What follows belongs to an exercise in optimizing a design on an open flow for small area, a short achievable clock period and few clock cycles; a production flow would make more cautious choices.
Power figures rest on the tool's default switching activity, not on a simulated workload.

Design pipe_exe_md, start of the top module:
module pipe_exe_md #(
  parameter logic [31:0] DIV0_LO = 32'hFFFFFFFF
) (
  input  logic        clock,
  input  logic        resetn,
  input  logic        ebubble,
  input  logic [3:0]  ealuc,
  input  logic        ealuimm,
  input  logic        eshift,
  input  logic        ejal,
  input  logic [3:0]  emd,
  input  logic [31:0] ea,
  input  logic [31:0] eb,
  input  logic [31:0] eimm,
  input  logic [31:0] esa,
  input  logic [31:0] epc4,
  input  logic [4:0]  ern0,
  output logic [31:0] ealu,
  output logic [4:0]  ern,
  output logic        md_stall
);
  localparam logic [3:0] MD_MULT  = 4'd1;
  localparam logic [3:0] MD_MULTU = 4'd2;
  localparam logic [3:0] MD_DIV   = 4'd3;
  localparam logic [3:0] MD_DIVU  = 4'd4;
  localparam logic [3:0] MD_MFHI  = 4'd5;
  localparam logic [3:0] MD_MFLO  = 4'd6;
  localparam logic [3:0] MD_MTHI  = 4'd7;
  localparam logic [3:0] MD_MTLO  = 4'd8;
  logic [31:0] hi_q, lo_q;
  logic [32:0] d_q;           
  logic        busy_q;
  logic        mul_q;         
  logic        sgn_q;         
  logic        fix_q;         
  logic        fixing_q;      
  logic        negq_q, negr_q;
  logic [3:0]  cnt_q;         
  logic [31:0] aluA, aluB, aluRes;
  assign aluA = eshift  ? esa  : ea;
  assign aluB = ealuimm ? eimm : eb;
  logic        aluSub;
  logic [31:0] aluBx, aluSum;
  logic [32:0] aluSumC;
  assign aluSub  = (ealuc[2:0] == 3'b100);
  assign aluBx   = aluB ^ {32{aluSub}};
  assign aluSumC = {aluA, 1'b1} + {aluBx, aluSub};
  assign aluSum  = aluSumC[32:1];
  logic        shLeft, shFill;
  logic [31:0] shIn, shOut, shRes;
  logic [32:0] shWide;
  assign shLeft = ~ealuc[2];
  assign shFill = ealuc[2] & ealuc[3] & aluB[31];
  always_comb begin
    for (int i = 0; i < 32; i++) shIn[i] = shLeft ? aluB[31-i] : aluB[i];
  end
  assign shWide = 33'($signed({shFill, shIn}) >>> aluA[4:0]);
  assign shOut  = shWide[31:0];
  always_comb begin
    for (int i = 0; i < 32; i++) shRes[i] = shLeft ? shOut[31-i] : shOut[i];
  end
  always_comb begin
    aluRes = 32'd0;
    case (ealuc[1:0])
      2'b00: aluRes = aluSum;
      2'b01: aluRes = ealuc[2] ? (aluA | aluBx) : (aluA & aluBx);
      2'b10: aluRes = ealuc[2] ? {aluB[15:0], 16'd0} : (aluA ^ aluBx);
      2'b11: aluRes = shRes;
      default: aluRes = 32'd0;
    endcase
  end
  logic [31:0] pc8;
  ...
Size in the first run: about 4000 cells after synthesis, ~0.030 sq mm of cells after synthesis.
Settings: LEC_CHECK=0, CAP_MARGIN=20, CORE_MARGIN=2, CORE_UTILIZATION=40, SETUP_SLACK_MARGIN=1.5, SLEW_MARGIN=20; clock period 9.0 ns.
run.sh (not shown) runs the stock make flow with config.mk's settings and CLKGATE_MAP_FILE= SYNTH_SCRIPT=/design/flow/synth_recipe.tcl, a recipe that flattens the netlist after the stock synthesis.
The baseline finished with timing, DRC and antenna clean.
Change:
SETUP_SLACK_MARGIN = not set   (was 1.5)
=> The new run completed without violations. Via count drops by 2.1%. Core utilization drops by 2.4 points. Combinational power drops by about 6%.
No functional check of the RTL was part of any run of this note.

* * *

The RTL this note starts from:
==> flow/design.v <==
module pipe_exe_md #(
  parameter logic [31:0] DIV0_LO = 32'hFFFFFFFF
) (
  input  logic        clock,
  input  logic        resetn,
  input  logic        ebubble,
  input  logic [3:0]  ealuc,
  input  logic        ealuimm,
  input  logic        eshift,
  input  logic        ejal,
  input  logic [3:0]  emd,
  input  logic [31:0] ea,
  input  logic [31:0] eb,
  input  logic [31:0] eimm,
  input  logic [31:0] esa,
  input  logic [31:0] epc4,
  input  logic [4:0]  ern0,
  output logic [31:0] ealu,
  output logic [4:0]  ern,
  output logic        md_stall
);
  localparam logic [3:0] MD_MULT  = 4'd1;
  localparam logic [3:0] MD_MULTU = 4'd2;
  localparam logic [3:0] MD_DIV   = 4'd3;
  localparam logic [3:0] MD_DIVU  = 4'd4;
  localparam logic [3:0] MD_MFHI  = 4'd5;
  localparam logic [3:0] MD_MFLO  = 4'd6;
  localparam logic [3:0] MD_MTHI  = 4'd7;
  localparam logic [3:0] MD_MTLO  = 4'd8;
  logic [31:0] hi_q, lo_q;
  logic [32:0] d_q;           
  logic        busy_q;
  logic        mul_q;         
  logic        sgn_q;         
  logic        fix_q;         
  logic        fixing_q;      
  logic        negq_q, negr_q;
  logic [3:0]  cnt_q;         
  logic [31:0] aluA, aluB, aluRes;
  assign aluA = eshift  ? esa  : ea;
  assign aluB = ealuimm ? eimm : eb;
  logic        aluSub;
  logic [31:0] aluBx, aluSum;
  logic [32:0] aluSumC;
  assign aluSub  = ealuc[2];
  assign aluBx   = aluB ^ {32{aluSub}};
  assign aluSumC = {aluA, 1'b1} + {aluBx, aluSub};
  assign aluSum  = aluSumC[32:1];
  logic        shLeft, shFill;
  logic [31:0] shIn, shOut, shRes;
  logic [32:0] shWide;
  assign shLeft = ~ealuc[2];
  assign shFill = ealuc[2] & ealuc[3] & aluB[31];
  always_comb begin
    for (int i = 0; i < 32; i++) shIn[i] = shLeft ? aluB[31-i] : aluB[i];
  end
  assign shWide = 33'($signed({shFill, shIn}) >>> aluA[4:0]);
  assign shOut  = shWide[31:0];
  always_comb begin
    for (int i = 0; i < 32; i++) shRes[i] = shLeft ? shOut[31-i] : shOut[i];
  end
  always_comb begin
    aluRes = 32'd0;
    case (ealuc[1:0])
      2'b00: aluRes = aluSum;
      2'b01: aluRes = ealuc[2] ? (aluA | aluB) : (aluA & aluB);
      2'b10: aluRes = ealuc[2] ? {aluB[15:0], 16'd0} : (aluA ^ aluB);
      2'b11: aluRes = shRes;
      default: aluRes = 32'd0;
    endcase
  end
  always_comb begin
    ealu = aluRes;
    ern  = ern0;
    if (ejal) begin
      ealu = epc4 + 32'd4;
      ern  = 5'd31;
    end else if (emd == MD_MFHI) begin
      ealu = hi_q;
    end else if (emd == MD_MFLO) begin
      ealu = lo_q;
    end
  end
  logic isMul, isDiv, isHL, start;
  assign isMul = !ebubble && (emd == MD_MULT || emd == MD_MULTU);
  assign isDiv = !ebubble && (emd == MD_DIV  || emd == MD_DIVU);
  assign isHL  = !ebubble && (emd == MD_MFHI || emd == MD_MFLO ||
                              emd == MD_MTHI || emd == MD_MTLO);
  assign md_stall = resetn && busy_q && isHL;
  logic        dSigned, aNeg, bNeg;
  logic [31:0] absA, absB;
  logic [5:0]  zA, zB;
  logic [5:0]  sh;            
  logic        bZero, qZero;
  logic [32:0] dAlign;
  function automatic logic [5:0] clz32(input logic [31:0] x);
    logic [15:0]      z1;
    logic [15:0]      c1;
    logic [7:0]       z2;
    logic [7:0][1:0]  c2;
    logic [3:0]       z3;
    logic [3:0][2:0]  c3;
    logic [1:0]       z4;
    logic [1:0][3:0]  c4;
    logic             z5;
    logic [4:0]       c5;
    for (int i = 0; i < 16; i++) begin
      z1[i] = ~(x[2*i+1] | x[2*i]);
      c1[i] = ~x[2*i+1];
    end
    for (int i = 0; i < 8; i++) begin
      z2[i] = z1[2*i+1] & z1[2*i];
      c2[i] = z1[2*i+1] ? {1'b1, c1[2*i]} : {1'b0, c1[2*i+1]};
    end
    for (int i = 0; i < 4; i++) begin
      z3[i] = z2[2*i+1] & z2[2*i];
      c3[i] = z2[2*i+1] ? {1'b1, c2[2*i]} : {1'b0, c2[2*i+1]};
    end
    for (int i = 0; i < 2; i++) begin
      z4[i] = z3[2*i+1] & z3[2*i];
      c4[i] = z3[2*i+1] ? {1'b1, c3[2*i]} : {1'b0, c3[2*i+1]};
    end
    z5 = z4[1] & z4[0];
    c5 = z4[1] ? {1'b1, c4[0]} : {1'b0, c4[1]};
    clz32 = z5 ? 6'd32 : {1'b0, c5};
  endfunction
  function automatic logic [31:0] cneg32(input logic [31:0] x, input logic neg);
    logic below;
    below = 1'b0;
    for (int i = 0; i < 32; i++) begin
      cneg32[i] = x[i] ^ (neg & below);
      below = below | x[i];
    end
  endfunction
  assign dSigned = (emd == MD_DIV);
  assign aNeg  = dSigned && ea[31];
  assign bNeg  = dSigned && eb[31];
  assign absA  = cneg32(ea, aNeg);
  assign absB  = cneg32(eb, bNeg);
  assign zA    = clz32(absA);
  assign zB    = clz32(absB);
  assign bZero = (eb == 32'd0);
  assign qZero = (zA > zB);
  assign sh    = zB - zA;
  assign dAlign = {absB, 1'b0} << {sh[5:1], 1'b0};
  logic [35:0] accX, aX, mSum;
  logic        lastMul;
  assign lastMul = (cnt_q == 4'd0);
  assign accX = {{4{sgn_q & hi_q[31]}}, hi_q};
  assign aX   = {{4{sgn_q & d_q[31]}}, d_q[31:0]};
  logic        mNeg;
  logic [35:0] pp0, pp1, pp2, pp3, s1, c1, s2, c2, s3, c3;
  assign mNeg = sgn_q & lastMul;
  assign pp0 = lo_q[0] ? aX : 36'd0;
  assign pp1 = lo_q[1] ? {aX[34:0], 1'b0} : 36'd0;
  assign pp2 = lo_q[2] ? {aX[33:0], 2'b0} : 36'd0;
  assign pp3 = (lo_q[3] ? {aX[32:0], 3'b0} : 36'd0) ^ {36{mNeg}};
  assign s1 = accX ^ pp0 ^ pp1;
  assign c1 = (accX & pp0) | (accX & pp1) | (pp0 & pp1);
  assign s2 = s1 ^ {c1[34:0], 1'b0} ^ pp2;
  assign c2 = (s1 & {c1[34:0], 1'b0}) | (s1 & pp2) | ({c1[34:0], 1'b0} & pp2);
  assign s3 = s2 ^ {c2[34:0], 1'b0} ^ pp3;
  assign c3 = (s2 & {c2[34:0], 1'b0}) | (s2 & pp3) | ({c2[34:0], 1'b0} & pp3);
  assign mSum = s3 + {c3[34:0], mNeg};
  logic [33:0] t1, t2;
  logic        q1, q2;
  logic [31:0] r1, r2;
  assign t1 = {2'b0, hi_q} - {1'b0, d_q};
  assign q1 = ~t1[33];
  assign r1 = q1 ? t1[31:0] : hi_q;
  assign t2 = {2'b0, r1} - {2'b0, d_q[32:1]};
  assign q2 = ~t2[33];
  assign r2 = q2 ? t2[31:0] : r1;
  always_ff @(posedge clock or negedge resetn) begin
    if (!resetn) begin
      busy_q <= 1'b0;
      mul_q  <= 1'b0;
      sgn_q  <= 1'b0;
      fix_q  <= 1'b0;
      fixing_q <= 1'b0;
      negq_q <= 1'b0;
      negr_q <= 1'b0;
      cnt_q  <= 4'd0;
    end else if (isMul) begin
      busy_q <= 1'b1;
      mul_q  <= 1'b1;
      fixing_q <= 1'b0;
      sgn_q  <= (emd == MD_MULT);
      cnt_q  <= 4'd7;
    end else if (isDiv) begin
      busy_q <= !(bZero || qZero);
      mul_q  <= 1'b0;
      fix_q  <= aNeg || bNeg;
      fixing_q <= 1'b0;
      negq_q <= aNeg ^ bNeg;
      negr_q <= aNeg;
      cnt_q  <= 4'(sh[5:1]);
    end else if (busy_q) begin
      if (cnt_q != 4'd0) begin
        cnt_q <= cnt_q - 4'd1;
      end else if (!mul_q && fix_q && !fixing_q) begin
        fixing_q <= 1'b1;
      end else begin
        fixing_q <= 1'b0;
        busy_q <= 1'b0;
      end
    end
  end
  always_ff @(posedge clock) begin
    if (isMul) begin
      d_q <= {1'b0, ea};
    end else if (isDiv) begin
      d_q <= dAlign;
    end else if (busy_q && !mul_q) begin
      d_q <= {2'b0, d_q[32:2]};
    end
  end
  always_ff @(posedge clock or negedge resetn) begin
    if (!resetn) begin
      hi_q <= 32'd0;
      lo_q <= 32'd0;
    end else if (isMul) begin
      hi_q <= 32'd0;
      lo_q <= eb;
    end else if (isDiv) begin
      hi_q <= (bZero || qZero) ? ea : absA;
      lo_q <= bZero ? DIV0_LO : 32'd0;
    end else if (busy_q) begin
      if (mul_q) begin
        hi_q <= mSum[35:4];
        lo_q <= {mSum[3:0], lo_q[31:4]};
      end else if (!fixing_q) begin
        hi_q <= r2;
        lo_q <= {lo_q[29:0], q1, q2};
      end else begin
        hi_q <= cneg32(hi_q, negr_q);
        lo_q <= cneg32(lo_q, negq_q);
      end
    end else if (!ebubble) begin
      if (emd == MD_MTHI) hi_q <= ea;
      if (emd == MD_MTLO) lo_q <= ea;
    end
  end
endmodule
export LEC_CHECK = 0
export CAP_MARGIN = 20
export CORE_MARGIN = 2
export CORE_UTILIZATION = 40
export SETUP_SLACK_MARGIN = 3
export SLEW_MARGIN = 20
create_clock -name core_clock -period 9.0 [get_ports {clock}]
Rerun with:
SETUP_SLACK_MARGIN = unset   (was 3)
=> The changed run went through all stages and came out clean; cell area is lower by about 17%; clock power goes up by 12%; critical path depth shrinks by 2.
No functional check of the RTL was part of any run of this note.

port drivers added, routing unchanged:
The flow's constraints put no driver on any port. The routed layouts listed below were extracted and timed again, unchanged, in two steps.
Step 1 (the two cells are an assumption about what drives the block):
set clk [get_ports {clock}]
set_driving_cell -lib_cell sky130_fd_sc_hd__clkbuf_16 $clk
set_driving_cell -lib_cell sky130_fd_sc_hd__buf_2 [delete_from_list [all_inputs] $clk]
Step 2 moves the port delays by t, midway between the first and last clock arrival at a register: inputs arrive t later, outputs are due t later. That takes back most of the time a late clock gives input paths.
Three values: ideal ports, drivers, drivers and shift; two values: the first two.
run | t (ns) | setup slack, ns | latest minus earliest clock arrival (ns)
the first run of note 1 | 0.424 | 1.349 / 1.322 / 1.258 | 0.011 / 0.012
the second run of note 1 | 0.439 | 0.249 / 0.220 / 0.220 | 0.019 / 0.019
the first run of note 2 | 0.446 | 1.652 / 1.555 / 1.555 | 0.011 / 0.011
the second run of note 2 | 0.433 | 0.084 / 0.057 / 0.057 | 0.015 / 0.016
After both steps setup and hold are still met in every run listed. For the first run of note 2, which loses most, drivers alone change the setup slack by -0.097 ns; drivers and shift together by -0.097 ns.
